Context: an optimization exercise on an open-source flow, tuned for small area, a short achievable clock period and few clock cycles per item. The choices shown serve that exercise and are no tape-out recipe.
In this exercise RTL edits were held to simulation tests only and were not proved equivalent to the original.
Power figures rest on the tool's default switching activity, not on a simulated workload.

== alpha ==
Design dpCore, start of the top module:
module dpCore (
    input  logic   Clk,
    input  logic   reset,
    input  logic   inValid,
    output logic   inReady,
    input  logic [31:0] inInstr,
    output logic   outValid,
    input  logic   outReady,
    output logic [40:0] outResult
);
For scale: about 2500 cells after synthesis, roughly 680 flip-flops, ~79 I/O pins, roughly 32000 um2 of cells after synthesis.
export LEC_CHECK = 0
export CAP_MARGIN = 20
export CORE_MARGIN = 2
export CORE_UTILIZATION = 40
export CTS_BUF_LIST = sky130_fd_sc_hd__clkbuf_16 sky130_fd_sc_hd__clkbuf_8
export CTS_CLUSTER_DIAMETER = 80
export CTS_CLUSTER_SIZE = 30
export PLACE_DENSITY = 0.6
export SETUP_SLACK_MARGIN = 3.3
export SLEW_MARGIN = 20
create_clock -name core_clock -period 6.5 [get_ports {Clk}]
run.sh (not shown) runs the stock make flow with config.mk's settings and CLKGATE_MAP_FILE= SYNTH_SCRIPT=/design/flow/synth_recipe.tcl, a recipe that flattens the netlist after the stock synthesis.
alpha went all the way through synthesis, placement and routing and the layout is clean on timing, DRC and antenna.
Testbench counts of alpha, summed over its fixed seeds: cycles 8,024, items 8,000.
For beta, these inputs were changed with respect to alpha:
- a change of SETUP_SLACK_MARGIN from 3.3 to 3.4
--- outcome ---
The estimated power of beta ends up higher than the estimate for alpha. NOTE: cell depth of the worst setup path in beta exceeds that of alpha. From alpha to beta the numbers moved as follows: routed length on met2 now larger; static leakage power now larger. beta did not stop at any stage, and its layout met the timing, DRC and antenna checks. beta vs alpha, sequential share of layout area went down by 0.66 points. Relative to alpha, the final cell area reported for beta is higher. alpha vs beta, beginning of the critical path: dInstr[19] vs dInstr[1]. [compare] base=alpha new=beta: share of the clock period used by the worst path after layout has increased; cell count after placement now sits at about the same level.

dpCore, a different RTL version from the one above (not shown whole).
For scale: ~680 flip-flops.
export LEC_CHECK = 0
export CAP_MARGIN = 20
export CORE_MARGIN = 2
export CORE_UTILIZATION = 40
export CTS_BUF_LIST = sky130_fd_sc_hd__clkbuf_16
export CTS_CLUSTER_DIAMETER = 60
export CTS_CLUSTER_SIZE = 25
export PLACE_DENSITY = 0.6
export SETUP_SLACK_MARGIN = 3.2
export SLEW_MARGIN = 20
create_clock -name core_clock -period 6.5 [get_ports {Clk}]
The first run passed the timing, DRC and antenna checks.
Testbench counts at the start, summed over its fixed seeds: cycles 8,024, items 8,000.
==> next run, changes <==
- SETUP_SLACK_MARGIN: 3.2 -> 3.4
The new run went through all stages and came out clean.
Core utilization rises by 1.3 points.
Clock power rises by about 5%.
Cell area rises by 2.8%.
Worst setup slack improved by 90 ps.
Die area stays the same.
Clock-buffer cell count rises by 5.
Wire length rises by 3.8%.
Power rises by 2.8%.

the previous run:
RTL: one of the versions met above, not the one the previous note started from.
For scale: roughly 2,500 cells after synthesis, ~680 flip-flops, ~79 I/O pins.
Design dpCore, start of the top module:
module dpCore (
    input  logic   Clk,
    input  logic   reset,
    input  logic   inValid,
    output logic   inReady,
    input  logic [31:0] inInstr,
    output logic   outValid,
    input  logic   outReady,
    output logic [40:0] outResult
);
clock: 6.5 ns
lec_check: 0
cap_margin: 20
core_margin: 2
core_utilization: 40
cts_buf_list: sky130_fd_sc_hd__clkbuf_16
cts_cluster_diameter: 60
cts_cluster_size: 25
place_density: 0.6
setup_slack_margin: 3.3
slew_margin: 20
Testbench counts of the previous run, summed over its fixed seeds: cycles 8,024, items 8,000.
#### Input delta (the current run over the previous run)
# the previous run
export LEC_CHECK = 0
export CAP_MARGIN = 20
export CORE_MARGIN = 2
export CORE_UTILIZATION = 40
export CTS_BUF_LIST = sky130_fd_sc_hd__clkbuf_16
export CTS_CLUSTER_DIAMETER = 60
export CTS_CLUSTER_SIZE = 25
export PLACE_DENSITY = 0.6
export SETUP_SLACK_MARGIN = 3.3
export SLEW_MARGIN = 20
create_clock -name core_clock -period 6.5 [get_ports {Clk}]
# the current run
export LEC_CHECK = 0
export CAP_MARGIN = 20
export CORE_MARGIN = 2
export CORE_UTILIZATION = 40
export CTS_BUF_LIST = sky130_fd_sc_hd__clkbuf_16
export CTS_CLUSTER_DIAMETER = 60
export CTS_CLUSTER_SIZE = 25
export PLACE_DENSITY = 0.6
export SETUP_SLACK_MARGIN = 3.5
export SLEW_MARGIN = 20
create_clock -name core_clock -period 6.5 [get_ports {Clk}]
==> notes.md <==
Average vias per placed instance (lower): the current run. Taking the previous run as the reference, in the current run number of antenna violations at the first check in global routing increased by 2 relative to the old numbers; wire length of the first global-routing pass increased by 3100 um relative to the old numbers; post-route total power decreased by about 2% relative to the old numbers. The current run: non-clock buffer count about 40% above the previous run. Worst setup slack: the current run vs the previous run down 21 ps. Met3 wire length, the current run and the previous run: larger value in the previous run. Re non-clock buffer area fraction after layout: the current run and the previous run aren't equal, and the higher value belongs to the current run. The current run ended up with a lower maximum number of pins on one net before global-route repair than the previous run did.

[port drivers added, routing unchanged]
The flow's constraints put no driver on any port. The routed layouts listed below were extracted and timed again, unchanged, in two steps.
Step 1: set_driving_cell puts a clkbuf_16 on Clk and a buf_2 on each other input, an assumption about the parent block.
Step 2 times the ports against the registers' clock, not the clock port: input delays grow and output delays shrink by t, the midpoint of the rising clock arrivals with the driver on.
a / b / c = ideal / step 1 / step 2; a / b = the first two.
run	t, ns	setup slack, ns	worst register clock-pin slew, ns
alpha	0.665	3.314 / 3.314 / 2.715	0.11 / 0.11
beta	0.667	3.299 / 3.299 / 3.018	0.12 / 0.12
the first run of note 2	0.694	3.163 / 3.163 / 2.645	0.10 / 0.10
the second run of note 2	0.688	3.252 / 3.288 / 2.600	0.10 / 0.10
the previous run	0.711	3.325 / 3.325 / 2.700	0.10 / 0.10
the current run	0.696	3.304 / 3.304 / 3.002	0.10 / 0.10
After both steps every run listed still meets setup and hold. For the second run of note 2, which loses most, drivers alone change the setup slack by +0.036 ns; drivers and shift together by -0.652 ns.
